From an optimization exercise on the open Yosys and OpenROAD flow, aimed at small area, a short achievable clock period and few clock cycles per item; shortcuts taken in it are not production practice. RTL that was checked went through simulation tests only; none was proved equivalent to the original. For runs 2 and 3, only the layout was checked, not whether the RTL still works.

### design.v
module q16_fixed_point_alu_top
(
	input  logic        clk,
	input  logic        arst_n,
	input  logic        s_tvalid,
	output logic        s_tready,
	input  logic [71:0] s_tdata,
	output logic        m_tvalid,
	input  logic        m_tready,
	output logic [39:0] m_tdata
);
	localparam logic [2:0] S_EMPTY = 3'd0;
	localparam logic [2:0] S_ABSF  = 3'd1;  
	localparam logic [2:0] S_CONVF = 3'd2;  
	localparam logic [2:0] S_ITER  = 3'd3;  
	localparam logic [2:0] S_MDF   = 3'd4;  
	function automatic logic [5:0] lzc32(input logic [31:0] x);
		logic [5:0] n;
		n = 6'd32;
		for (int i = 0; i < 32; i++)
			if (x[i]) n = 6'(31 - i);
		lzc32 = n;
	endfunction
	function automatic logic amo32(input logic [31:0] x);
		logic [31:0] z;  
		logic [31:0] o;  
		logic [31:0] z2, o2;
		z = ~x;
		o = 32'hffffffff;
		for (int l = 0; l < 5; l++) begin
			for (int i = 0; i < 32; i++) begin
				if ((i % (2 << l)) == 0) begin
					z2[i] = z[i] & z[i + (1 << l)];
					o2[i] = (o[i] & z[i + (1 << l)]) | (z[i] & o[i + (1 << l)]);
				end else begin
					z2[i] = 1'b0;
					o2[i] = 1'b0;
				end
			end
			z = z2;
			o = o2;
		end
		amo32 = o[0];
	endfunction
	logic        i_v;
	logic [65:0] i_d;
	logic        rdy_q;
	always_ff @(posedge clk) begin
		if (rdy_q) i_d <= s_tdata[65:0];
	end
	logic        a_v;
	logic [1:0]  a_op;
	logic [31:0] a_x;     
	logic [31:0] a_y;     
	logic        a_swap;  
	logic [5:0]  a_ush;   
	logic        a_neg;
	logic        a_dz;
	logic        a_p2;    
	logic        a_big;
	logic [1:0]  in_op;
	logic [31:0] in_a, in_b;
	assign in_op = i_d[1:0];
	assign in_a = i_d[33:2];
	assign in_b = i_d[65:34];
	logic [31:0] ma, mb;
	logic [4:0]  ca, cb;        
	logic [5:0]  zb;            
	logic [5:0]  za_lo, zb_lo;  
	logic [7:0]  ushd;          
	logic [5:0]  ush_div, ush_mul;
	logic        swap;
	logic [5:0]  zmax;
	logic [8:0]  uconv;
	assign ma = in_a[31] ? 32'(-in_a) : in_a;
	assign mb = in_b[31] ? 32'(-in_b) : in_b;
	assign ca = 5'(lzc32({in_a[31:1] ^ in_a[30:0], 1'b1}));
	assign cb = 5'(lzc32({in_b[31:1] ^ in_b[30:0], 1'b1}));
	assign zb = {1'b0, cb} + 6'd1;
	assign za_lo = lzc32(in_a[31] ? {in_a[31:1] ^ in_a[30:0], 1'b1} : {1'b0, in_a[31:1] ^ in_a[30:0]});
	assign zb_lo = lzc32(in_b[31] ? {in_b[31:1] ^ in_b[30:0], 1'b1} : {1'b0, in_b[31:1] ^ in_b[30:0]});
	assign ushd = {3'd0, ca} + {3'd0, ~cb} - {7'd0, in_a[31]};
	assign ush_div = (ushd[6:1] >= 6'd23) ? 6'd46 : {ushd[5:1], 1'b0};
	assign swap = za_lo > zb_lo;
	assign zmax = swap ? za_lo : zb_lo;
	assign ush_mul = (zmax >= 6'd30) ? 6'd30 : {zmax[5:1], 1'b0};
	logic       p2;
	logic [5:0] ush_p2;
	assign p2 = in_b[31] ? amo32({in_b[31:1] ^ in_b[30:0], 1'b0}) : amo32(in_b);
	assign ush_p2 = {1'b0, cb} + 6'd2 - {5'd0, in_b[31]};
	assign uconv = {1'b0, in_a[30:23]} - 9'd102;
	logic i2a;
	always_ff @(posedge clk) begin
		if (i2a) begin
			a_op <= in_op;
			a_y <= mb;
			a_swap <= swap;
			a_dz <= (in_b[30:0] == 31'd0);
			a_p2 <= p2;
			a_big <= (in_a[30:23] > 8'd142);
			case (in_op)
				2'd0: begin
					a_x <= ma;
					a_ush <= ush_mul;
					a_neg <= in_a[31] ^ in_b[31];
				end
				2'd1: begin
					a_x <= ma;
					a_ush <= p2 ? ush_p2 : ush_div;
					a_neg <= in_a[31] ^ in_b[31];
				end
				2'd2: begin
					a_x <= {8'd0, 1'b1, in_a[22:0]};
					a_ush <= uconv[8] ? 6'd0 : uconv[5:0];
					a_neg <= in_a[31];
				end
				default: begin
					a_x <= ma;
					a_ush <= 6'd32;
					a_neg <= 1'b0;
				end
			endcase
		end
	end
	logic [2:0]  st;
	logic        is_div;
	logic        neg;
	logic        dz;
	logic        p2q;   
	logic        big;
	logic [4:0]  cnt;   
	logic [31:0] R;    
	logic [47:0] NQ;   
	logic [31:0] D;    
	logic [32:0] T3;   
	logic [33:0] Y;    
	logic [1:0]  cq;   
	logic [1:0]  ocnt;  
	logic        out_v;
	logic [33:0] out_q;   
	logic [33:0] out_q1;  
	logic fin, push, pop, acc, xfer, dlast;
	assign fin  = (st == S_ABSF) || (st == S_CONVF) || (st == S_MDF);
	assign dlast = (st == S_ITER) && is_div && !neg && (cnt == 5'd23);
	assign push = (fin || dlast) && !ocnt[1];
	assign pop  = out_v && m_tready;
	assign acc  = rdy_q && s_tvalid;
	assign xfer = a_v && ((st == S_EMPTY) || push);
	assign i2a  = i_v && (!a_v || xfer);
	assign s_tready = rdy_q;
	assign m_tvalid = out_v;
	assign m_tdata  = {6'd0, out_q};
	logic [95:0] shf;
	logic [32:0] t3new;
	logic [31:0] shx, dnew;
	logic        mulsw;
	assign mulsw = (a_op == 2'd0) && !a_swap;
	assign shx  = mulsw ? a_y : a_x;
	assign dnew = mulsw ? a_x : a_y;
	logic [33:0] ynew;
	logic        xdiv;
	assign xdiv = (a_op == 2'd1);
	assign shf  = {48'd0, shx, 16'd0} << a_ush;
	assign t3new = {1'b0, dnew} + {dnew, 1'b0};
	always_comb begin
		if (xdiv) begin
			ynew = ~{1'b0, t3new};
		end else begin
			case (shf[47:46])
				2'd0: ynew = 34'd0;
				2'd1: ynew = {2'b00, dnew};
				2'd2: ynew = {1'b0, dnew, 1'b0};
				default: ynew = {1'b0, t3new};
			endcase
		end
	end
	logic [32:0] T;
	logic [33:0] d1, d2, d3;
	logic [33:0] ax;
	logic [31:0] R_it;
	logic [47:0] NQ_it;
	logic [33:0] Y_it;
	assign T = {R[30:0], NQ[47:46]};
	assign d1 = {1'b0, T} - {2'b00, D};
	assign d2 = {1'b0, T} - {1'b0, D, 1'b0};
	assign ax = {1'b0, is_div & R[30], R[29:0], is_div ? NQ[47:46] : 2'b00};
	assign d3 = ax + Y + {33'd0, is_div};
	always_comb begin
		case (NQ[45:44])
			2'd0: Y_it = 34'd0;
			2'd1: Y_it = {2'b00, D};
			2'd2: Y_it = {1'b0, D, 1'b0};
			default: Y_it = {1'b0, T3};
		endcase
	end
	logic take3;
	logic [1:0] q;
	assign take3 = !is_div || !d3[33];
	always_comb begin
		if (take3) begin
			R_it = d3[31:0];
			q = 2'd3;
		end else if (!d2[33]) begin
			R_it = d2[31:0];
			q = 2'd2;
		end else if (!d1[33]) begin
			R_it = d1[31:0];
			q = 2'd1;
		end else begin
			R_it = T[31:0];
			q = 2'd0;
		end
	end
	assign NQ_it = {NQ[45:0] + {44'd0, cq}, is_div ? q : R[31:30]};
	logic [33:0] dres;
	assign dres = {1'b0, (NQ[45:29] != 17'd0), NQ[29:0], q};
	logic [31:0] hi;
	logic [47:0] qd;
	assign qd = p2q ? {R, NQ[47:32]} : NQ;
	logic [31:0] M;
	logic        inc;
	logic        ovf;
	logic        ngt;
	logic [31:0] res;
	logic [33:0] result;
	assign hi = NQ_it[33:2];  
	always_comb begin
		M = R;
		inc = 1'b1;
		ovf = 1'b0;
		ngt = neg;
		case (st)
			S_ABSF: begin
				ovf = (R == 32'h80000000);
				ngt = 1'b0;
			end
			S_CONVF: begin
				ovf = big || (neg ? (R > 32'h80000000) : R[31]);
			end
			default: begin
				if (is_div) begin
					M = qd[31:0];
					ovf = neg ? ((qd[47:31] != 17'd0) && (qd[47:0] != 48'h80000000)) : (qd[47:31] != 17'd0);
				end else begin
					M = {hi[15:0], R[31:16]};
					inc = (R[15:0] == 16'd0);
					ovf = neg ? ((hi[31:16] != 16'd0) || (hi[15] && ((hi[14:0] != 15'd0) || (R != 32'd0))))
					          : (hi[31:15] != 17'd0);
				end
			end
		endcase
	end
	always_comb begin
		res = ngt ? 32'(~M + {31'd0, inc}) : M;
		if (st == S_CONVF && ovf) res = neg ? 32'h80000000 : 32'h7fffffff;
		result = {1'b0, ovf, res};
		if (st == S_MDF && dz) result = {1'b1, 1'b0, 32'd0};
		if (st == S_ITER) result = dres;
	end
	logic [2:0] st_nx;
	logic       a_v_nx, i_v_nx;
	logic [1:0] ocnt_nx;
	always_comb begin
		if (xfer) begin
			case (a_op)
				2'd3: st_nx = S_ABSF;
				2'd2: st_nx = S_CONVF;
				2'd1: st_nx = (a_dz || a_p2) ? S_MDF : S_ITER;
				default: st_nx = S_ITER;
			endcase
		end else if (st == S_EMPTY || push) begin
			st_nx = S_EMPTY;
		end else if (st == S_ITER) begin
			st_nx = (cnt == 5'd23) ? S_MDF : S_ITER;
		end else begin
			st_nx = st;
		end
	end
	assign i_v_nx = acc || (i_v && !i2a);
	assign a_v_nx = i2a || (a_v && !xfer);
	assign ocnt_nx = 2'(ocnt + {1'b0, push} - {1'b0, pop});
	always_ff @(posedge clk or negedge arst_n) begin
		if (!arst_n) begin
			st <= S_EMPTY;
			a_v <= 1'b0;
			i_v <= 1'b0;
			out_v <= 1'b0;
			ocnt <= 2'd0;
			rdy_q <= 1'b1;
		end else begin
			st <= st_nx;
			a_v <= a_v_nx;
			i_v <= i_v_nx;
			out_v <= (ocnt_nx != 2'd0);
			ocnt <= ocnt_nx;
			rdy_q <= !i_v_nx || !a_v_nx || (st_nx == S_EMPTY) ||
			         (((st_nx == S_ABSF) || (st_nx == S_CONVF) || (st_nx == S_MDF)) && !ocnt_nx[1]);
		end
	end
	always_ff @(posedge clk) begin
		if (pop ? (ocnt == 2'd2) : 1'b0) out_q <= out_q1;
		else if (push && (pop ? (ocnt == 2'd1) : (ocnt == 2'd0))) out_q <= result;
		if (push && (pop ? (ocnt == 2'd2) : (ocnt == 2'd1))) out_q1 <= result;
		if (xfer) begin
			R <= shf[79:48];
			NQ <= shf[47:0];
			D <= dnew;
			T3 <= t3new;
			Y <= ynew;
			cq <= 2'd0;
			cnt <= a_ush[5:1] + (xdiv ? 5'd0 : 5'd8);
			is_div <= xdiv;
			neg <= a_neg;
			dz <= xdiv && a_dz;
			p2q <= a_p2;
			big <= a_big;
		end else if (st == S_ITER) begin
			R <= R_it;
			NQ <= NQ_it;
			if (!is_div) begin
				Y <= Y_it;
				cq <= d3[33:32];
			end
			cnt <= cnt + 5'd1;
		end
	end
endmodule
### flow/run.sh
#!/bin/bash
# The standard layout (standard.sh: ORFS synthesis through finish, unchanged scripts,
# the design's SDC and clock period), with the resizer's setup repair asked to leave
# more slack than the default so that it works on every path that sets the period.
set -euo pipefail
bash standard.sh SETUP_SLACK_MARGIN=9 finish > standard_flow.log 2>&1
### standard.sh
#!/bin/bash
# synth_recipe.tcl (not shown) runs the flow's synth.tcl, then flattens the netlist and writes it again
# the make line also repeats each setting of config.mk as NAME=value (left out here)
make -C /OpenROAD-flow-scripts/flow DESIGN_CONFIG=/design/flow/config.mk WORK_HOME=/design/flow/orfs CLKGATE_MAP_FILE= SYNTH_SCRIPT=/design/flow/synth_recipe.tcl "${@:-finish}"
### config.mk
export PLATFORM = sky130hd
export DESIGN_NAME = q16_fixed_point_alu_top
export DESIGN_NICKNAME = q16_fixed_point_alu_top
export VERILOG_FILES = /design/flow/design.v
export SDC_FILE = /design/flow/constraint.sdc
export NUM_CORES = 4
export LEC_CHECK = 0
export CAP_MARGIN = 20
export CORE_MARGIN = 2
export CORE_UTILIZATION = 50
export SLEW_MARGIN = 20
export TNS_END_PERCENT = 5
### constraint.sdc
create_clock -name core_clock -period 12.0 [get_ports {clk}]
set_input_delay 2.4000 -clock core_clock [delete_from_list [all_inputs] [get_ports {clk}]]
set_output_delay 2.4000 -clock core_clock [all_outputs]
set_load 0.01 [all_outputs]
==> flow_summary.ini, run 1 <==
[die]
die_h_um = 267
num_rows = 96
io_pins = 118
core_um2 = 68600
initial_core_util = 0.505
dieArea_um2 = 71400
die_w_um = 267

[routing]
final_antenna_net_count = 0
wl_per_cell_um = 25.7
drt_iter0_markers = 3363
drc_errors = 0
finalWirelength_mm = 130
routed_via_density = 6.44
wl_met2_mm = 57.8
wl_met3_mm = 11.8
top_layer = met4
via_count = 32542
first_pass_iters = 6
met1_length_mm = 50.7

[global_routing]
grt_pass1_wl_mm = 190
grt_use_total = 0.352
grt_start_max_net_pins = 78
first_global_vias = 30609
antenna_found_initial = 1
grt_overflow = 0

[timing]
min_period_over_period = 0.371
fmax_mhz = 225
setup_tns_ns = 0
max-slew-margin-rel = 0.272
setup_violations = 0
worst_clock_skew_ns = 0.0387
slew_viol_final = 0
worst_pin_slew_ns = 1.09
rsz0062_at_grt = yes
post-route-min-period_ns = 4.45
hold_viol = 0

[setup_path]
cp_data_required_time_ns = 12.33
cp.arrival_ns = 4.78
path_max_fanout = 3
crit_start = i_d[37]
worst-r2r-cell-count = 20
rr_startpoint = i_d[37]
start_kind = flip-flop
reg2reg_slack_ns = 7.55
cp-end-kind = flip-flop
rr_endpoint = a_ush[3]
critPathKind = reg -> reg

[final_layout]
final_nets = 4412
area.growth.synth_to_final_pct = 23.9
drive_gt1_frac = 0.203

[logic_synthesis]
async_flop_share = 0.0220
yosys_most_used_dff = edfxtp_1
syn_avg_cell_area_um2 = 9.13
syn-cell-area_um2 = 34600
ys_warn_count = 1
syn_inst = 3796
ys_types = 105
synth_seq_cells = 410
synth-edff-count = 399
yosysSeqAreaShare = 0.354

[flow_run]
cap_viol_max_count = 0

[placed_design]
gp_congestion = 0.996
hpwl_mm = 91.3
port_buffers = 105

[clocking]
clk_latency_ns = 0.62
root_buffer = clkbuf_16
cts_tree = yes
clockBufferDepth = 3
cts-buffers-inserted = 49
hold_buffers = 0
clock_sinks = 410
cts.clk_slew.worst_paths_ns = 0.06
h-tree-depth = 2

[status]
status = finished clean

[hold_path]
hold_path_depth = 0
hp-class = reg -> reg
min_to = big
hold_start = a_big
synthesized netlist by cell type, types with 26 or more instances:
cell type,n,area [µm²]
nand4_1,35,219
o211ai_1,37,278
o21a_1,34,255
nand2_1,334,1250
o21ai_0,275,1380
xor2_1,74,648
or3_1,30,188
and3_1,31,194
edfxtp_1,399,12000
inv_1,204,766
nand2b_1,37,231
mux2_2,56,631
clkbuf_1,119,447
ha_1,244,3050
mux2i_1,140,1400
a21o_1,62,465
nor2_1,323,1210
a21oi_1,328,1640
a211oi_1,40,300
nor4_1,38,238
nand3_1,78,390
xnor2_1,182,1590
a221oi_1,26,228
o22ai_1,51,319
mux4_2,35,788
nor2b_1,32,200
a31oi_1,58,363
nor3_1,67,335
registers in the layout, summed over array words and instances, names as in the netlist, 3 cells and up:
name	count
Y	34
NQ	48
out_q1	34
a_x	32
cnt	5
T3	33
R	32
D	31
st	3
i_d	66
a_ush	6
a_y	32
out_q	34
layer usage:
metal / vias to the layer above / GRT usage
met5: - / 0
met4: 0 / 0.219
met3: 409 / 0.0529
met2: 1797 / 0.556
met1: 15573 / 0.454
li1: 14763 / -
placed cells by master, fill, tap and decap left out, types with 28 or more instances in the layout:
master and n:
edfxtp_1 399, nand2_1 324, nor2_1 313, a21oi_1 295, buf_4 246, o21ai_0 232, ha_1 199, inv_1 179
xnor2_1 174, mux2i_1 116, clkdlybuf4s50_1 105, nand3_1 71, xor2_1 67, a21o_1 62, nor3_1 58, clkbuf_16 55
a31oi_1 52, o22ai_1 49, mux2_2 38, ha_4 38, nand2b_1 37, o211ai_1 37, nand4_1 35, mux4_2 35
o21a_1 33, nor4_1 32, a211oi_1 30, and3_1 29, o21ai_1 28
worst max-delay path by stage:
stage / to / cells past startpoint
2_1_floorplan: Y[27] / 18
4_1_cts: a_ush[3] / 20
5_1_grt: a_ush[3] / 20
3_5_place_dp: R[20] / 14
6_report: a_ush[3] / 20
3_3_place_gp: R[20] / 14
layout make-up:
cell class,instances,area (µm²)
diodes,2,5.00
clock buffers,62,1300
flip-flops and latches,410,12300
inverters,207,801
clock inverters,26,268
fillers,5681,25700
multi-input cells,2999,23000
well taps,931,1160
repair buffers,418,4120
kinds of logic after synthesis:
logic type,Yosys count,synth area share
buf+inv,397,0.0471
simple gates,1105,0.151
fa+ha+maj,257,0.0939
mux,236,0.0833
flops,410,0.354
compound gates,1133,0.206
xor+xnor,257,0.0655
other cells,1,0.000108
what timing repair did:
item | in CTS | in global routing
pin swaps | 110 | 71
gates cloned | 16 | 5
setup buffers | 184 | 71
resized for setup | 350 | 163
setup endpoints to repair | 604 | 559
worst max-delay path, stage by stage, from the launching register on:
cell and delay [ns]:
edfxtp_1 0.41, inv_2 0.14, ha_4 0.24, nor3_4 0.19, nor3_2 0.06, o31a_1 0.24
o31a_1 0.27, o31ai_4 0.21, a21boi_2 0.10, o31ai_2 0.22, a21boi_2 0.13, ha_1 0.31
inv_2 0.06, fa_2 0.36, a21o_1 0.16, a21o_1 0.21, xor2_2 0.17, a31oi_2 0.22
o311ai_4 0.13, o221ai_1 0.24, nand3_1 0.11
metrics by stage:
stage | hold slack (ns) | utilization | cell area, µm² | instances | setup WS [ns]
6_report | 0.419 | 0.626 | 42900 | 5055 | 7.55
5_1_grt | 0.436 | 0.626 | 42900 | 5053 | 7.37
4_1_cts | 0.423 | 0.605 | 41500 | 4976 | 7.42
3_5_place_dp | 0.408 | 0.532 | 36500 | 4688 | 6.57
3_3_place_gp | 0.408 | 0.532 | 36500 | 4688 | 6.64
2_1_floorplan | 0.400 | - | 34800 | 3801 | 7.60
Testbench counts, summed over its fixed seeds: cycles 72,406, items 16,000.
==> run 2: changes to the inputs <==
--- a/design.v
+++ b/design.v
@@ -161,7 +161,10 @@
 	logic        xdiv;
 	assign xdiv = (a_op == 2'd1);
 	assign shf  = {48'd0, shx, 16'd0} << a_ush;
-	assign t3new = {1'b0, dnew} + {dnew, 1'b0};
+	logic [32:0] t3x, t3y;
+	assign t3x = {1'b0, a_x} + {a_x, 1'b0};
+	assign t3y = {1'b0, a_y} + {a_y, 1'b0};
+	assign t3new = mulsw ? t3x : t3y;
 	always_comb begin
 		if (xdiv) begin
 			ynew = ~{1'b0, t3new};
==> flow/run.sh (replaced) <==
#!/bin/bash
# The standard layout (standard.sh: ORFS synthesis through finish, unchanged scripts,
# the design's SDC and clock period), with the resizer's setup repair asked to leave
# more slack than the default so that it works on every path that sets the period.
set -euo pipefail
bash standard.sh SETUP_SLACK_MARGIN=8 finish > standard_flow.log 2>&1
--- a/config.mk
+++ b/config.mk
@@ -9,4 +9,4 @@
 export CORE_MARGIN = 2
 export CORE_UTILIZATION = 50
 export SLEW_MARGIN = 20
-export TNS_END_PERCENT = 5
+export TNS_END_PERCENT = 10
==> run 2 against run 1 <==
Still clean on timing, DRC and antenna. Non-clock buffer count fell by 130. Via count is 3.1% higher. Critical path depth is 1 higher. Setup slack got worse by 0.22 ns. Area after synthesis grew 6.2%. Maximum frequency down 4.8%. Clock skew decreased by 0.013 ns. Critical endpoint unchanged. Highest routed layer unchanged.
==> flow_summary.ini, run 2 <==
[status]
status = finished clean

[final_layout]
layout_common_cells = nand2_1, edfxtp_1, nor2_1, a21oi_1, o21ai_0
regMostFlops = i_d
final_area_um2 = 42500
final_nets = 4645
drive_gt1_frac = 0.115
instances_no_fill = 5283
largest_reg_flops = 66
final_common_cell = nand2_1
area.growth.synth_to_final_pct = 15.4
biggestRegsByFlops = i_d x66, NQ x48
fillers = 6598

[global_routing]
antenna_found_initial = 1
grt_start_max_net_pins = 83
first_global_vias = 31227
grt_overflow = 0
grt_use_total = 0.332
grt_pass1_wl_mm = 191

[timing]
worst_pin_slew_ns = 1.06
setup_tns_ns = 0
setup_violations = 0
worst_clock_skew_ns = 0.0253
rsz0062_at_grt = yes
max-slew-margin-rel = 0.296
min_period_over_period = 0.390
slew_viol_final = 0
hold_viol = 0
post-route-min-period_ns = 4.68
fmax_mhz = 214

[setup_path]
cp.arrival_ns = 5.11
critPathKind = reg -> reg
reg2reg_slack_ns = 7.32
critical_path.cell_chain = inv_2, ha_4, nor2_4, o21ai_2, a211o_1, a211oi_2, o31ai_1, a211oi_1, nor3_1, nor3_1, nor3_1, o31a_1, ha_1, inv_2, fa_2, a21o_1, a21o_1, and2_4, o41ai_4, o221ai_1, o211ai_1
cpPeakStageDelay_ns = 0.42
crit_buf_inv = 2
path_max_fanout = 5
cp_data_required_time_ns = 12.44
start_kind = flip-flop
cp-end-kind = flip-flop
cpMostUsedCell = nor3_1
critical_path.slowest_cell = edfxtp_1
cpLargestDelayFamily = compound AO/OA/AOI/OAI gates

[logic_synthesis]
yosysTopAreaCell = edfxtp_1
async_flop_share = 0.0220
synth_area_leaders = edfxtp_1, ha_1, nand2_1
yosys_most_used_dff = edfxtp_1
synth_seq_cells = 410
ys_types = 90
ys_warn_count = 1
yosysSeqAreaShare = 0.333
syn_inst = 4134
synth_top_area_frac = 0.326
synth_common_cells = nand2_1, edfxtp_1, nor2_1
synth-edff-count = 399
syn_avg_cell_area_um2 = 8.90
syn-cell-area_um2 = 36800
yosys.cell_count.top_type = nand2_1

[routing]
drt_iter0_markers = 3669
first_pass_iters = 9
wl_met3_mm = 10.1
drc_errors = 0
top_layer = met4
finalWirelength_mm = 129
wl_met2_mm = 57.2
via_count = 33544
final_antenna_net_count = 0
met1_length_mm = 53.5
wl_per_cell_um = 24.4
routed_via_density = 6.35

[clocking]
cts_tree = yes
clockBufferDepth = 3
cts.clk_slew.worst_paths_ns = 0.06
clk_latency_ns = 0.61
root_buffer = clkbuf_16
clock_sinks = 410
cts-buffers-inserted = 49
h-tree-depth = 2

[die]
dieArea_um2 = 75800
num_rows = 99
die_w_um = 275
die_h_um = 275
io_pins = 118
initial_core_util = 0.504
core_um2 = 73000

[flow_run]
cap_viol_max_count = 0

[placed_design]
port_buffers = 105
hpwl_mm = 95.1
post_dp_cell_area_um2 = 38700
gp_congestion = 1.02
dpl.cell_count = 5060

[hold_path]
hp-class = reg -> reg
## run 2: cell count changes after synthesis, sizes merged, moves of 16 or more
cell	before	now
mux2	60	39
nand2	335	423
nor3	68	105
buf	71	37
a221oi	26	42
clkbuf	119	157
nor2	325	351
a211oi	40	66
a21oi	328	298
ha	244	275
o21a	34	52
## run 2: what timing repair did
item,in CTS,in global routing
setup endpoints to repair,279,119
gates cloned,14,0
pin swaps,49,32
hold buffers,0,0
buffers inserted,67,52
gates resized for setup,139,62
## run 2: per-stage QoR
stage / util / hold WS, ns / worst slack [ns]
floorplan: - / 0.400 / 7.42
global placement: 0.531 / 0.402 / 6.37
finish: 0.582 / 0.414 / 7.32
detailed placement: 0.531 / 0.405 / 6.31
CTS: 0.573 / 0.416 / 7.29
global route: 0.582 / 0.433 / 7.06
## run 2: cell type report
| cell class | count | area (µm²) | share of cell area |
|---|---|---|---|
| well taps | 959 | 1200 | 0.0283 |
| clock buffers | 60 | 1290 | 0.0304 |
| diodes | 1 | 2.50 | 0.0000589 |
| clock inverters | 28 | 303 | 0.00713 |
| flip-flops and latches | 410 | 12300 | 0.289 |
| multi-input cells | 3313 | 23600 | 0.557 |
| repair buffers | 288 | 2920 | 0.0687 |
| inverters | 224 | 857 | 0.0202 |
## run 2: cells by family (layout without fill, tap and decap cells)
kind of cell / count (synthesis) / in the layout / share of synthesized area
simple gates: 1307 / 1308 / 0.167
compound gates: 1217 / 1217 / 0.213
buf+inv: 418 / 600 / 0.0445
flops: 410 / 410 / 0.333
fa+ha+maj: 290 / 290 / 0.0998
xor+xnor: 254 / 254 / 0.0605
mux: 237 / 238 / 0.0824
other cells: 1 / 7 / 0.000102
## run 2: worst paths after layout
check                        start        to  cells past startpoint
setup reg to reg           i_d[38]  a_ush[3]                     21
setup / recovery           i_d[38]  a_ush[3]                     21
min in group asynchronous   arst_n     st[2]                      1
max in group asynchronous   arst_n     rdy_q                      1
hold / removal               a_neg       neg                      0
hold reg to reg              a_neg       neg                      0
## run 2: per-layer routing
| layer | track usage | vias up |
|---|---|---|
| met5 | 0 | - |
| met4 | 0.172 | 0 |
| met3 | 0.0475 | 293 |
| met2 | 0.527 | 1465 |
| met1 | 0.444 | 15980 |
| li1 | - | 15806 |
==> run 3: changes to the inputs <==
==> flow/run.sh (replaced) <==
#!/bin/bash
# The standard layout (standard.sh: ORFS synthesis through finish, unchanged scripts,
# the design's SDC and clock period), with the resizer's setup repair asked to leave
# more slack than the default so that it works on every path that sets the period.
set -euo pipefail
bash standard.sh SETUP_SLACK_MARGIN=7.5 finish > standard_flow.log 2>&1
==> run 3 against run 2 <==
Area after synthesis unchanged. Largest cell class unchanged. Critical path type unchanged. Final area is 3.1% lower. Non-clock buffer count decreased by 93. Clock skew rose by 0.0062 ns.
==> flow_summary.ini, run 3 <==
[final_layout]
multi_input_comb_area_um2 = 23400
largest_reg_flops = 66
regMostFlops = i_d
area.growth.synth_to_final_pct = 11.8
final_nets = 4552
biggestRegsByFlops = i_d x66, NQ x48
final_common_cell = nand2_1
seq_area_um2 = 12200
utilization = 0.564
layout_common_cells = nand2_1, edfxtp_1, nor2_1, a21oi_1, o21ai_0
fillers = 6718
drive_gt1_frac = 0.0820

[placed_design]
hpwl_mm = 95.1
gp_congestion = 1.02
place_ws_ns = 6.31
port_buffers = 105

[flow_run]
cap_viol_max_count = 0

[logic_synthesis]
ys_warn_count = 1
ys_types = 90
yosysTopAreaCell = edfxtp_1
synth_top_area_frac = 0.326
syn_inst = 4134
synth_area_leaders = edfxtp_1, ha_1, nand2_1
synth-edff-count = 399
async_flop_share = 0.0220
yosys_most_used_dff = edfxtp_1
yosysSeqAreaShare = 0.333
synth_common_cells = nand2_1, edfxtp_1, nor2_1
syn_avg_cell_area_um2 = 8.90
synth_seq_cells = 410
syn-cell-area_um2 = 36800
yosys.cell_count.top_type = nand2_1

[timing]
max-slew-margin-rel = 0.307
hold_slack_ns = 0.414
final.setup.worst_slack_ns = 7.32
setup_tns_ns = 0
worst_clock_skew_ns = 0.0315
hold_viol = 0
slew_viol_final = 0
post-route-min-period_ns = 4.68
fmax_mhz = 214
min_period_over_period = 0.390
setup_violations = 0
rsz0062_at_grt = yes
worst_pin_slew_ns = 1.04

[global_routing]
grt_overflow = 0
antenna_found_initial = 1
grt_pass1_wl_mm = 187
first_global_vias = 30646
grt_use_total = 0.324
grt_start_max_net_pins = 83

[die]
dieArea_um2 = 75800
die_h_um = 275
initial_core_util = 0.504
num_rows = 99
die_w_um = 275
io_pins = 118
core_um2 = 73000

[setup_path]
start_kind = flip-flop
cp_data_required_time_ns = 12.44
cp-end-kind = flip-flop
cp.arrival_ns = 5.12
cpMostUsedCell = nor3_1
worst-r2r-cell-count = 21
crit_buf_inv = 2
critical_path.slowest_cell = edfxtp_1
cpLargestDelayFamily = compound AO/OA/AOI/OAI gates
cp_num_cells = 21
path_max_fanout = 5
critPathKind = reg -> reg
cpPeakStageDelay_ns = 0.42
critical_path.cell_chain = inv_2, ha_4, nor2_4, o21ai_2, a211o_1, a211oi_2, o31ai_1, a211oi_1, nor3_1, nor3_1, nor3_1, o31a_1, ha_1, inv_2, fa_2, a21o_1, a21o_1, and2_4, o41ai_4, o221ai_1, o211ai_1

[status]
status = finished clean

[clocking]
cts_tree = yes
root_buffer = clkbuf_16
cts.clk_slew.worst_paths_ns = 0.06
h-tree-depth = 2
clockBufferDepth = 3
clock_sinks = 410
hold_buffers = 0
clk_latency_ns = 0.61
cts-buffers-inserted = 49

[hold_path]
hp-class = reg -> reg
hold_path_depth = 0

[routing]
drc_errors = 0
drt_iter0_markers = 3411
routed_via_density = 6.35
first_pass_iters = 6
finalWirelength_mm = 126
wl_per_cell_um = 24.2
final_antenna_net_count = 0
via_count = 32942
-- run 3: cell counts after synthesis --
Identical to the previous run, type by type.
-- run 3: what timing repair did --
item,4_1_cts,5_1_grt
resized for setup,57,24
setup endpoints to repair,86,89
cloned,3,1
pin swaps,24,22
buffers inserted,17,19
-- run 3: worst paths after layout --
check,start,end,slack (ns)
min reg2reg,a_neg,neg,0.41
max reg2reg,i_d[38],a_ush[1],7.32
max,i_d[38],a_ush[1],7.32
max in group asynchronous,arst_n,rdy_q,9.59
min,a_neg,neg,0.41
min in group asynchronous,arst_n,st[2],2.09
-- run 3: per-layer routing --
layer	routed length [µm]	vias up	part of all wire	track usage
met2	56400	1347	0.45	0.515
met5	0	-	0	0
met3	9620	252	0.077	0.0424
met1	53200	15712	0.42	0.440
met4	6520	0	0.052	0.148
li1	-	15631	-	-
-- run 3: worst reg2reg max path, stage by stage (launching register included) --
cell and delay [ns]:
edfxtp_1 0.42, inv_2 0.13, ha_4 0.23, nor2_4 0.12, o21ai_2 0.06, a211o_1 0.31
a211oi_2 0.27, o31ai_1 0.10, a211oi_1 0.29, nor3_1 0.07, nor3_1 0.13, nor3_1 0.07
o31a_1 0.33, ha_1 0.32, inv_2 0.06, fa_2 0.36, a21o_1 0.16, a21o_1 0.18
and2_4 0.18, o41ai_4 0.40, o221ai_1 0.19, o211ai_1 0.13
-- run 3: final cells by class --
cell class	instances	share of cell area
antenna	1	0.0000608
clock buffer	60	0.0313
clock inverter	28	0.00736
inverter	224	0.0208
multi-input combinational	3313	0.568
sequential	410	0.298
tap	959	0.0292
timing repair buffer	195	0.0450
-- run 3: cell families after synthesis --
kind of cell | synth area share
adders and majority gates | 0.0998
AOI/OAI and AO/OA | 0.213
and+or+nand+nor | 0.167
buffers and inverters | 0.0445
DFF | 0.333
xor gates and xnor gates | 0.0605
other | 0.000102
muxes | 0.0824
-- run 3: stage by stage --
step / std cells / instance area (µm²)
5_1_grt: 5189 / 41100
6_report: 5190 / 41100
3_5_place_dp: 5060 / 38700
2_1_floorplan: 4139 / 36800
4_1_cts: 5168 / 40800
3_3_place_gp: 5060 / 38700
==> run 4: changes to the inputs <==
--- a/design.v
+++ b/design.v
@@ -68,27 +68,40 @@
 	logic [5:0]  zb;            
 	logic [5:0]  za_lo, zb_lo;  
 	logic [7:0]  ushd;          
-	logic [5:0]  ush_div, ush_mul;
+	logic [5:0]  ush_div, ush_mul;  
 	logic        swap;
-	logic [5:0]  zmax;
 	logic [8:0]  uconv;
 	assign ma = in_a[31] ? 32'(-in_a) : in_a;
 	assign mb = in_b[31] ? 32'(-in_b) : in_b;
 	assign ca = 5'(lzc32({in_a[31:1] ^ in_a[30:0], 1'b1}));
 	assign cb = 5'(lzc32({in_b[31:1] ^ in_b[30:0], 1'b1}));
 	assign zb = {1'b0, cb} + 6'd1;
-	assign za_lo = lzc32(in_a[31] ? {in_a[31:1] ^ in_a[30:0], 1'b1} : {1'b0, in_a[31:1] ^ in_a[30:0]});
-	assign zb_lo = lzc32(in_b[31] ? {in_b[31:1] ^ in_b[30:0], 1'b1} : {1'b0, in_b[31:1] ^ in_b[30:0]});
-	assign ushd = {3'd0, ca} + {3'd0, ~cb} - {7'd0, in_a[31]};
-	assign ush_div = (ushd[6:1] >= 6'd23) ? 6'd46 : {ushd[5:1], 1'b0};
+	assign za_lo = {1'b0, ca} + {5'd0, !in_a[31]};
+	assign zb_lo = {1'b0, cb} + {5'd0, !in_b[31]};
+	assign ushd = 8'd31 + {2'd0, za_lo} - {2'd0, zb};
+	assign ush_div = ushd[7] ? 6'd0 : (ushd >= 8'd46) ? 6'd46 : {ushd[5:1], 1'b0};
 	assign swap = za_lo > zb_lo;
-	assign zmax = swap ? za_lo : zb_lo;
-	assign ush_mul = (zmax >= 6'd30) ? 6'd30 : {zmax[5:1], 1'b0};
+	function automatic logic [5:0] mul_lut(input logic [5:0] z);
+		case (z)
+			6'd0, 6'd1:          mul_lut = 6'd0;
+			6'd2, 6'd3, 6'd4:    mul_lut = 6'd3;
+			6'd5, 6'd6, 6'd7:    mul_lut = 6'd6;
+			6'd8, 6'd9, 6'd10:   mul_lut = 6'd9;
+			6'd11, 6'd12, 6'd13: mul_lut = 6'd12;
+			6'd14, 6'd15, 6'd16: mul_lut = 6'd15;
+			6'd17, 6'd18, 6'd19: mul_lut = 6'd18;
+			6'd20, 6'd21, 6'd22: mul_lut = 6'd21;
+			6'd23, 6'd24, 6'd25: mul_lut = 6'd24;
+			6'd26, 6'd27, 6'd28: mul_lut = 6'd27;
+			default:             mul_lut = 6'd30;
+		endcase
+	endfunction
+	assign ush_mul = swap ? mul_lut(za_lo) : mul_lut(zb_lo);
 	logic       p2;
 	logic [5:0] ush_p2;
 	assign p2 = in_b[31] ? amo32({in_b[31:1] ^ in_b[30:0], 1'b0}) : amo32(in_b);
-	assign ush_p2 = {1'b0, cb} + 6'd2 - {5'd0, in_b[31]};
-	assign uconv = {1'b0, in_a[30:23]} - 9'd102;
+	assign ush_p2 = {1'b0, cb} + 6'd3 - {5'd0, in_b[31]};  
+	assign uconv = {1'b0, in_a[30:23]} - 9'd101;
 	logic i2a;
 	always_ff @(posedge clk) begin
 		if (i2a) begin
@@ -106,17 +119,17 @@
 				end
 				2'd1: begin
 					a_x <= ma;
-					a_ush <= p2 ? ush_p2 : ush_div;
+					a_ush <= p2 ? ush_p2 : {ush_div[5:1], 1'b1};
 					a_neg <= in_a[31] ^ in_b[31];
 				end
 				2'd2: begin
 					a_x <= {8'd0, 1'b1, in_a[22:0]};
-					a_ush <= uconv[8] ? 6'd0 : uconv[5:0];
+					a_ush <= (uconv[8] || uconv == 9'd0) ? 6'd1 : uconv[5:0];
 					a_neg <= in_a[31];
 				end
 				default: begin
 					a_x <= ma;
-					a_ush <= 6'd32;
+					a_ush <= 6'd33;
 					a_neg <= 1'b0;
 				end
 			endcase
@@ -134,7 +147,7 @@
 	logic [31:0] D;    
 	logic [32:0] T3;   
 	logic [33:0] Y;    
-	logic [1:0]  cq;   
+	logic [2:0]  cq;   
 	logic [1:0]  ocnt;  
 	logic        out_v;
 	logic [33:0] out_q;   
@@ -160,47 +173,58 @@
 	logic [33:0] ynew;
 	logic        xdiv;
 	assign xdiv = (a_op == 2'd1);
-	assign shf  = {48'd0, shx, 16'd0} << a_ush;
-	logic [32:0] t3x, t3y;
-	assign t3x = {1'b0, a_x} + {a_x, 1'b0};
-	assign t3y = {1'b0, a_y} + {a_y, 1'b0};
-	assign t3new = mulsw ? t3x : t3y;
+	assign shf  = {49'd0, shx, 15'd0} << a_ush;
+	assign t3new = {1'b0, dnew} + {dnew, 1'b0};
 	always_comb begin
-		if (xdiv) begin
-			ynew = ~{1'b0, t3new};
-		end else begin
-			case (shf[47:46])
-				2'd0: ynew = 34'd0;
-				2'd1: ynew = {2'b00, dnew};
-				2'd2: ynew = {1'b0, dnew, 1'b0};
-				default: ynew = {1'b0, t3new};
-			endcase
-		end
+		case (shf[46:45])
+			2'd0: ynew = 34'd0;
+			2'd1: ynew = {2'b00, dnew};
+			2'd2: ynew = {1'b0, dnew, 1'b0};
+			default: ynew = {1'b0, t3new};
+		endcase
+	end
+	logic [4:0] cnt_mul;  
+	always_comb begin
+		case (a_ush)
+			6'd0:    cnt_mul = 5'd13;
+			6'd3:    cnt_mul = 5'd14;
+			6'd6:    cnt_mul = 5'd15;
+			6'd9:    cnt_mul = 5'd16;
+			6'd12:   cnt_mul = 5'd17;
+			6'd15:   cnt_mul = 5'd18;
+			6'd18:   cnt_mul = 5'd19;
+			6'd21:   cnt_mul = 5'd20;
+			6'd24:   cnt_mul = 5'd21;
+			6'd27:   cnt_mul = 5'd22;
+			default: cnt_mul = 5'd23;
+		endcase
 	end
 	logic [32:0] T;
 	logic [33:0] d1, d2, d3;
-	logic [33:0] ax;
+	logic [34:0] dm;
 	logic [31:0] R_it;
 	logic [47:0] NQ_it;
 	logic [33:0] Y_it;
+	logic [44:0] nqh;
 	assign T = {R[30:0], NQ[47:46]};
 	assign d1 = {1'b0, T} - {2'b00, D};
 	assign d2 = {1'b0, T} - {1'b0, D, 1'b0};
-	assign ax = {1'b0, is_div & R[30], R[29:0], is_div ? NQ[47:46] : 2'b00};
-	assign d3 = ax + Y + {33'd0, is_div};
+	assign d3 = {1'b0, T} - {1'b0, T3};
+	assign dm = {3'd0, R[28:0], 3'd0} + {1'b0, Y} + (NQ[47] ? {1'b0, D, 2'b00} : 35'd0);
 	always_comb begin
-		case (NQ[45:44])
+		case (NQ[43:42])
 			2'd0: Y_it = 34'd0;
 			2'd1: Y_it = {2'b00, D};
 			2'd2: Y_it = {1'b0, D, 1'b0};
 			default: Y_it = {1'b0, T3};
 		endcase
 	end
-	logic take3;
 	logic [1:0] q;
-	assign take3 = !is_div || !d3[33];
 	always_comb begin
-		if (take3) begin
+		if (!is_div) begin
+			R_it = dm[31:0];
+			q = 2'd0;
+		end else if (!d3[33]) begin
 			R_it = d3[31:0];
 			q = 2'd3;
 		end else if (!d2[33]) begin
@@ -214,7 +238,8 @@
 			q = 2'd0;
 		end
 	end
-	assign NQ_it = {NQ[45:0] + {44'd0, cq}, is_div ? q : R[31:30]};
+	assign nqh = NQ[44:0] + {42'd0, cq};
+	assign NQ_it = is_div ? {NQ[45:0], q} : {nqh, R[31:29]};
 	logic [33:0] dres;
 	assign dres = {1'b0, (NQ[45:29] != 17'd0), NQ[29:0], q};
 	logic [31:0] hi;
@@ -226,7 +251,7 @@
 	logic        ngt;
 	logic [31:0] res;
 	logic [33:0] result;
-	assign hi = NQ_it[33:2];  
+	assign hi = nqh[31:0];  
 	always_comb begin
 		M = R;
 		inc = 1'b1;
@@ -310,8 +335,8 @@
 			D <= dnew;
 			T3 <= t3new;
 			Y <= ynew;
-			cq <= 2'd0;
-			cnt <= a_ush[5:1] + (xdiv ? 5'd0 : 5'd8);
+			cq <= 3'd0;
+			cnt <= xdiv ? a_ush[5:1] : cnt_mul;
 			is_div <= xdiv;
 			neg <= a_neg;
 			dz <= xdiv && a_dz;
@@ -322,7 +347,7 @@
 			NQ <= NQ_it;
 			if (!is_div) begin
 				Y <= Y_it;
-				cq <= d3[33:32];
+				cq <= dm[34:32];
 			end
 			cnt <= cnt + 5'd1;
 		end
==> flow/run.sh (replaced) <==
#!/bin/bash
# The standard layout (standard.sh: ORFS synthesis through finish, unchanged scripts,
# the design's SDC and clock period), with the resizer's setup repair asked to leave
# more slack than the default so that it works on every path that sets the period.
set -euo pipefail
bash standard.sh SETUP_SLACK_MARGIN=8 finish > standard_flow.log 2>&1
==> run 4 against run 3 <==
Global-route usage is 1.6 points lower. First-iteration DRC count is 0.88% higher. Core utilization is 2.6 points higher. Largest cell class unchanged.
==> flow_summary.ini, run 4 <==
[status]
status = finished clean

[final_layout]
fillers = 6721
area.growth.synth_to_final_pct = 16.6
final_common_cell = edfxtp_1
biggestRegsByFlops = i_d x66, NQ x48
final_area_um2 = 44000
drive_gt1_frac = 0.134
seq_area_um2 = 12300
layout_common_cells = edfxtp_1, nand2_1, nor2_1, a21oi_1, ha_1
instances_no_fill = 5370
multi_input_comb_area_um2 = 25000
largest_reg_flops = 66
final_nets = 4761
regMostFlops = i_d

[placed_design]
port_buffers = 105
post_dp_cell_area_um2 = 39800
gp_congestion = 0.950
hpwl_mm = 93.3
dpl.cell_count = 5139
place_ws_ns = 5.52

[timing]
min_period_over_period = 0.471
rsz0062_at_grt = yes
worst_pin_slew_ns = 1.03
max-slew-margin-rel = 0.298
fmax_mhz = 177
setup_violations = 0
worst_clock_skew_ns = 0.0392
slew_viol_final = 0
hold_viol = 0
final.setup.worst_slack_ns = 6.35
post-route-min-period_ns = 5.65
setup_tns_ns = 0

[logic_synthesis]
syn-cell-area_um2 = 37700
synth_area_leaders = edfxtp_1, ha_1, mux2i_1
synth_top_area_frac = 0.317
synth_seq_cells = 415
yosysSeqAreaShare = 0.327
syn_avg_cell_area_um2 = 8.96
ys_types = 116
yosysTopAreaCell = edfxtp_1
synth-edff-count = 398
syn_inst = 4208
yosys_most_used_dff = edfxtp_1
async_flop_share = 0.0217
yosys.cell_count.top_type = edfxtp_1
synth_common_cells = edfxtp_1, nand2_1, nor2_1
ys_warn_count = 1

[routing]
first_pass_iters = 6
finalWirelength_mm = 124
final_antenna_net_count = 0
routed_via_density = 6.18
via_count = 33203
drc_errors = 0
wl_per_cell_um = 23.2
drt_iter0_markers = 3441

[clocking]
clk_latency_ns = 0.62
hold_buffers = 0
clockBufferDepth = 3
cts_tree = yes
cts-buffers-inserted = 48
cts.clk_slew.worst_paths_ns = 0.06
clock_sinks = 415
h-tree-depth = 2
root_buffer = clkbuf_16

[setup_path]
worst-r2r-cell-count = 31
critical_path.slowest_cell = edfxtp_1
crit_buf_inv = 7
cpLargestDelayFamily = compound AO/OA/AOI/OAI gates
cpPeakStageDelay_ns = 0.41
reg2reg_slack_ns = 6.35
path_max_fanout = 5
cp-end-kind = flip-flop
start_kind = flip-flop
cp_data_required_time_ns = 12.49
cp.arrival_ns = 6.14
critPathKind = reg -> reg
rr_startpoint = i_d[39]

[die]
num_rows = 100
io_pins = 118
die_h_um = 279
dieArea_um2 = 77600
initial_core_util = 0.505
core_um2 = 74600
die_w_um = 279

[global_routing]
first_global_vias = 30579
grt_use_total = 0.308
grt_start_max_net_pins = 74
grt_overflow = 0
grt_pass1_wl_mm = 184
antenna_found_initial = 4

[hold_path]
hp-class = reg -> reg
hold_start = a_neg
min_to = neg
hold_path_depth = 0

[flow_run]
cap_viol_max_count = 0
## run 4: cell types whose count changed after synthesis, moves of 19 or more
cell | before | now
mux4_2 | 41 | 0
mux2_2 | 39 | 60
a21oi_1 | 297 | 328
a22oi_1 | 21 | 40
inv_1 | 218 | 245
fa_1 | 8 | 37
mux2i_1 | 151 | 233
a221oi_1 | 41 | 18
nand2_1 | 423 | 363
## run 4: area by class of cell
class	count	area share
tap	969	0.0276
sequential	415	0.281
multi-input combinational	3343	0.568
timing repair buffer	299	0.0633
clock inverter	35	0.00942
antenna	2	0.000114
clock buffer	55	0.0289
inverter	252	0.0222
## run 4: stage by stage
step | utilization | hold WS [ns]
2_1_floorplan | - | 0.400
3_3_place_gp | 0.534 | 0.402
3_5_place_dp | 0.534 | 0.405
4_1_cts | 0.571 | 0.418
5_1_grt | 0.589 | 0.427
6_report | 0.589 | 0.418
## run 4: metal layers
metal,vias to the layer above,share of wire,routed length [µm],track usage
met1,15782,0.43,53400,0.425
met3,227,0.077,9600,0.0451
li1,15911,-,-,-
met4,0,0.049,6130,0.142
met5,-,0,0,0.000625
met2,1283,0.44,55300,0.478
## run 4: worst max path at each step
stage	cells past startpoint	startpoint	to
after floorplan	20	a_op[1]	Y[28]
after global routing	32	i_d[39]	flip-flop
final	31	i_d[39]	flip-flop
after global placement	23	i_d[65]	flip-flop
after detailed placement	23	i_d[65]	flip-flop
after CTS	31	i_d[36]	flip-flop
## run 4: kinds of logic (layout without fill, tap and decap cells)
kind of cell,after synthesis,after routing,share of synthesized area
and+or+nand+nor,1218,1218,0.155
adders and majority gates,329,329,0.116
other,1,8,0.0000995
muxes,294,295,0.0801
AOI/OAI and AO/OA,1218,1218,0.208
buffers and inverters,456,641,0.0474
xor gates and xnor gates,277,277,0.0657
DFF,415,415,0.327
## run 4: timing repair
item,4_1_cts,5_1_grt
gates resized for setup,128,150
setup endpoints to repair,144,168
cloned,2,5
buffers inserted,54,77
pin swaps,36,70
## run 4: worst register-to-register path: cells and delay by family, from the launching register on
family	cells	cell delay, ns
and+or+nand+nor	6	1.07
adders and majority gates	4	0.96
buffers and inverters	7	0.83
AOI/OAI and AO/OA	13	2.12
DFF	1	0.41
muxes	1	0.15
Testbench counts of run 4, summed over its fixed seeds: cycles 62,734, items 16,000.
==> run 5: changes to the inputs <==
--- a/config.mk
+++ b/config.mk
@@ -5,8 +5,8 @@
 export SDC_FILE = /design/flow/constraint.sdc
 export NUM_CORES = 4
 export LEC_CHECK = 0
+export ABC_AREA = 1
 export CAP_MARGIN = 20
 export CORE_MARGIN = 2
 export CORE_UTILIZATION = 50
 export SLEW_MARGIN = 20
-export TNS_END_PERCENT = 10
==> run 5 against run 4 <==
Routed wire length rose by 5.5%. Register-to-register slack got worse by 0.08 ns. Global-route usage grew 3.0 points. Synthesized cell count rose by 18%. Highest routed layer is now met5. Hold slack improved by 0.0048 ns. Non-clock buffer count up 146. Sequential share of layout area is 1.2 points lower. Final area is 4.3% higher.
==> flow_summary.ini, run 5 <==
[setup_path]
cp-end-kind = flip-flop
cp.arrival_ns = 6.29
critPathKind = reg -> reg
cpMostUsedCell = nand2_1
start_kind = flip-flop
cp_data_required_time_ns = 12.55
cpPeakStageDelay_ns = 0.40
path_max_fanout = 4
critical_path.slowest_cell = edfxtp_1

[global_routing]
grt_overflow = 0
antenna_found_initial = 2
grt_start_max_net_pins = 70
grt_use_total = 0.338
first_global_vias = 33517
grt_pass1_wl_mm = 195

[die]
initial_core_util = 0.505
dieArea_um2 = 75700
core_um2 = 72800
io_pins = 118
num_rows = 99
die_h_um = 275
die_w_um = 275

[clocking]
cts-buffers-inserted = 49
root_buffer = clkbuf_16
hold_buffers = 0
clockBufferDepth = 3
cts_tree = yes
clk_latency_ns = 0.62
h-tree-depth = 2
cts.clk_slew.worst_paths_ns = 0.06
clock_sinks = 415

[logic_synthesis]
synth_common_cells = nand2_1, inv_1, o21ai_0
syn-cell-area_um2 = 36700
syn_avg_cell_area_um2 = 7.41
yosys_most_used_dff = edfxtp_1
yosysTopAreaCell = edfxtp_1
ys_warn_count = 1
synth-edff-count = 398
synth_top_area_frac = 0.325
yosys.cell_count.top_type = nand2_1
async_flop_share = 0.0217
ys_types = 68
yosysSeqAreaShare = 0.336
syn_inst = 4957
synth_area_leaders = edfxtp_1, nand2_1, ha_1
synth_seq_cells = 415

[final_layout]
final_nets = 5691
final_common_cell = nand2_1
area.growth.synth_to_final_pct = 24.8
biggestRegsByFlops = i_d x66, NQ x48
largest_reg_flops = 66
drive_gt1_frac = 0.178
layout_common_cells = nand2_1, inv_1, o21ai_0, edfxtp_1, a21oi_1
fillers = 6500
regMostFlops = i_d

[timing]
min_period_over_period = 0.478
setup_tns_ns = 0
worst_clock_skew_ns = 0.0275
slew_viol_final = 0
rsz0062_at_grt = yes
hold_slack_ns = 0.423
hold_viol = 0
post-route-min-period_ns = 5.74
setup_violations = 0
max-slew-margin-rel = 0.150
worst_pin_slew_ns = 1.26
fmax_mhz = 174

[flow_run]
cap_viol_max_count = 0

[hold_path]
hp-class = reg -> reg

[placed_design]
port_buffers = 105
hpwl_mm = 93.0
gp_congestion = 0.979

[routing]
via_count = 36232
routed_via_density = 5.76
first_pass_iters = 6
drt_iter0_markers = 3861
wl_per_cell_um = 20.9
finalWirelength_mm = 131
final_antenna_net_count = 0
drc_errors = 0

[status]
status = finished clean
[run 5: metrics by stage]
| step | std cells | setup slack, ns | utilization | instance area, µm² |
|---|---|---|---|---|
| global route | 6287 | 5.78 | 0.630 | 45900 |
| CTS | 6187 | 6.27 | 0.603 | 43900 |
| floorplan | 4962 | 6.70 | - | 37200 |
| detailed placement | 5897 | 5.75 | 0.535 | 38900 |
| global placement | 5896 | 5.75 | 0.535 | 38900 |
| finish | 6289 | 6.26 | 0.630 | 45900 |
[run 5: worst paths after layout]
check	cells after the start	to	slack, ns	startpoint
max	59	flip-flop	6.26	i_d[2]
min	0	neg	0.42	a_neg
max reg2reg	59	flip-flop	6.26	i_d[2]
min reg2reg	0	neg	0.42	a_neg
max in group asynchronous	1	rdy_q	9.59	arst_n
min in group asynchronous	1	out_v	2.09	arst_n
[run 5: layer usage]
layer,vias to the layer above,share of wire,GRT usage
li1,17409,-,-
met1,16957,0.41,0.445
met2,1564,0.46,0.554
met3,300,0.088,0.0573
met4,2,0.046,0.131
met5,-,0.000099,0
[run 5: logic make-up (layout without fill, tap and decap cells)]
family                   Yosys count  after routing  share of synthesized area
AO/OA/AOI/OAI                   1294           1294                      0.196
XOR/XNOR                         232            232                     0.0553
adder cells (fa/ha/maj)          326            326                      0.119
buffers and inverters            966           1325                      0.101
flip-flops                       415            415                      0.336
other                              1              8                   0.000102
AND/OR/NAND/NOR                 1723           1730                      0.193
[run 5: critical path, delay by kind of cell, from the launching register on]
family,cells,cell delay [ns]
and+or+nand+nor,41,2.72
AOI/OAI and AO/OA,6,0.75
xor gates and xnor gates,2,0.38
adders and majority gates,5,1.12
DFF,1,0.40
buffers and inverters,5,0.33
[run 5: final cells by class]
type | count | area (µm²) | share of cell area
timing repair buffer | 445 | 4320 | 0.0941
clock buffer | 61 | 1320 | 0.0288
multi-input combinational | 3588 | 23300 | 0.507
antenna | 2 | 5.00 | 0.000109
inverter | 787 | 3050 | 0.0665
clock inverter | 29 | 340 | 0.00742
sequential | 415 | 12300 | 0.269
timing repair inverter | 3 | 21.3 | 0.000464
tap | 959 | 1200 | 0.0262
[run 5: repair_timing]
| action | CTS | global route |
|---|---|---|
| buffers inserted | 182 | 95 |
| endpoints found under the setup margin | 371 | 161 |
| gates cloned | 18 | 3 |
| hold endpoints to repair | 0 | 0 |
| pin swaps | 161 | 205 |
| resized for setup | 405 | 346 |
==> run 6: changes to the inputs <==
--- a/config.mk
+++ b/config.mk
@@ -5,7 +5,6 @@
 export SDC_FILE = /design/flow/constraint.sdc
 export NUM_CORES = 4
 export LEC_CHECK = 0
-export ABC_AREA = 1
 export CAP_MARGIN = 20
 export CORE_MARGIN = 2
 export CORE_UTILIZATION = 50
==> run 6 against run 5 <==
Still clean on timing, DRC and antenna. Hold slack got worse by 0.0013 ns. Sequential cell count did not move. Synthesized cell count fell by 15%. Core utilization fell by 0.31 points. Area after synthesis rose by 2.6%. Global-route usage fell by 1.1 points. First-iteration DRC count fell by 8.2%. Maximum frequency rose by 0.78%. Final area rose by 1.9%. Non-clock buffer count fell by 34. Die area rose by 2.5%. Critical path type unchanged.
==> flow_summary.ini, run 6 <==
[placed_design]
gp_congestion = 0.951
hpwl_mm = 94.0
port_buffers = 105
dpl.cell_count = 5143

[timing]
slew_viol_final = 0
setup_tns_ns = 0
setup_violations = 0
hold_viol = 0
rsz0062_at_grt = yes
min_period_over_period = 0.474
post-route-min-period_ns = 5.69
hold_slack_ns = 0.422
max-slew-margin-rel = 0.366
fmax_mhz = 176
worst_pin_slew_ns = 0.941
worst_clock_skew_ns = 0.0400

[clocking]
clockBufferDepth = 3
root_buffer = clkbuf_16
clk_latency_ns = 0.63
cts-buffers-inserted = 49
cts_tree = yes
h-tree-depth = 2
clock_sinks = 415
cts.clk_slew.worst_paths_ns = 0.06

[flow_run]
cap_viol_max_count = 0

[routing]
finalWirelength_mm = 131
final_antenna_net_count = 0
drt_iter0_markers = 3543
wl_per_cell_um = 24.0
first_pass_iters = 6
drc_errors = 0
routed_via_density = 6.19
via_count = 33962

[final_layout]
largest_reg_flops = 66
layout_common_cells = edfxtp_1, nand2_1, nor2_1, a21oi_1, ha_1
final_nets = 4874
area.growth.synth_to_final_pct = 24.0
instances_no_fill = 5484
regMostFlops = i_d
biggestRegsByFlops = i_d x66, NQ x48
drive_gt1_frac = 0.200
final_common_cell = edfxtp_1

[logic_synthesis]
ys_warn_count = 1
synth_top_area_frac = 0.317
yosys_most_used_dff = edfxtp_1
synth_seq_cells = 415
ys_types = 116
syn_avg_cell_area_um2 = 8.96
syn-cell-area_um2 = 37700
synth-edff-count = 398
synth_common_cells = edfxtp_1, nand2_1, nor2_1
synth_area_leaders = edfxtp_1, ha_1, mux2i_1
async_flop_share = 0.0217
yosys.cell_count.top_type = edfxtp_1
yosysTopAreaCell = edfxtp_1
syn_inst = 4208
yosysSeqAreaShare = 0.327

[setup_path]
worst-r2r-cell-count = 30
cpPeakStageDelay_ns = 0.39
cp_data_required_time_ns = 12.47
start_kind = flip-flop
cp-end-kind = flip-flop
critPathKind = reg -> reg
critical_path.slowest_cell = edfxtp_1
cp.arrival_ns = 6.16
cpMostUsedCell = a211oi_2
path_max_fanout = 4

[global_routing]
grt_start_max_net_pins = 73
grt_overflow = 0
grt_pass1_wl_mm = 194
first_global_vias = 31847
grt_use_total = 0.326
antenna_found_initial = 1

[hold_path]
hp-class = reg -> reg
hold_path_depth = 0

[die]
core_um2 = 74600
die_w_um = 279
initial_core_util = 0.505
dieArea_um2 = 77600
num_rows = 100
die_h_um = 279
io_pins = 118

[status]
status = finished clean
-- run 6: area by class of cell --
type / count / area (µm²)
antenna: 2 / 5.00
clock buffer: 65 / 1320
clock inverter: 27 / 368
fill: 6389 / 27900
inverter: 252 / 982
multi-input combinational: 3343 / 26300
sequential: 415 / 12300
tap: 969 / 1210
timing repair buffer: 411 / 4170
-- run 6: logic make-up after synthesis --
group                      after synthesis  synth area share
DFF                                    415             0.327
adders and majority gates              329             0.116
buffers and inverters                  456            0.0474
muxes                                  294            0.0801
other                                    1         0.0000995
xor gates and xnor gates               277            0.0657
AOI/OAI and AO/OA                     1218             0.208
and+or+nand+nor                       1218             0.155
-- run 6: routing by layer --
layer  vias to the layer above  routed length [µm]  part of all wire  track usage
met2                      1439               58400              0.44        0.515
met4                         0                8920             0.068        0.180
met5                         -                   0                 0            0
met1                     16091               53900              0.41        0.436
li1                      16121                   -                 -            -
met3                       311               10200             0.078       0.0400
-- run 6: path summary, 6_finish.rpt --
check | from | end | slack, ns
min in group asynchronous | arst_n | ocnt[0] | 2.09
worst max register to register | i_d[36] | flip-flop | 6.31
worst min-delay path | a_neg | neg | 0.42
worst min register to register | a_neg | neg | 0.42
max in group asynchronous | arst_n | rdy_q | 9.60
worst max-delay path | i_d[36] | flip-flop | 6.31
-- run 6: worst max-delay path: cells and delay by family, from the launching register on --
kind,cells,cell delay (ns)
AND/OR/NAND/NOR,7,1.05
adder cells (fa/ha/maj),3,0.59
buffers and inverters,3,0.27
flip-flops,1,0.39
AO/OA/AOI/OAI,16,2.91
multiplexers,1,0.32
-- run 6: timing repair --
item,CTS,global route
pin swaps,111,166
hold buffers,0,0
gates cloned,10,6
resized for setup,335,264
endpoints found under the setup margin,157,117
buffers inserted,138,92
-- run 6: metrics by stage --
stage / utilization / area, µm² / setup WS, ns
2_1_floorplan: - / 38100 / 6.85
3_3_place_gp: 0.536 / 40000 / 5.56
3_5_place_dp: 0.536 / 40000 / 5.54
4_1_cts: 0.598 / 44600 / 6.23
5_1_grt: 0.626 / 46700 / 6.06
6_report: 0.626 / 46700 / 6.31

==> what the ideal ports hide <==
No port has a modelled driver above. Below, the same layouts with a new extraction and two added sets of constraints.
Step 1 assumes that a clkbuf_16 drives the clock port and a buf_2 every other input.
Step 2 adds t to the input delays and takes it off the output delays; t is the mean of the earliest and latest rising clock arrival at the registers after step 1. Input paths then give back, and output paths get back, about the clock's delay inside the block.
a / b / c = ideal ports / drivers / drivers and shift; a / b = the first two.
run	t (ns)	slack for setup (ns)	hold WS [ns]
run 1	0.671	7.547 / 7.547 / 7.547	0.419 / 0.419 / 0.419
run 2	0.667	7.324 / 7.324 / 7.324	0.414 / 0.414 / 0.414
run 3	0.666	7.320 / 7.320 / 7.320	0.414 / 0.414 / 0.414
run 4	0.664	6.348 / 6.348 / 6.348	0.418 / 0.418 / 0.418
run 5	0.670	6.265 / 6.265 / 6.265	0.423 / 0.423 / 0.423
run 6	0.680	6.309 / 6.309 / 6.309	0.422 / 0.422 / 0.422
After both steps every run listed still meets setup and hold.
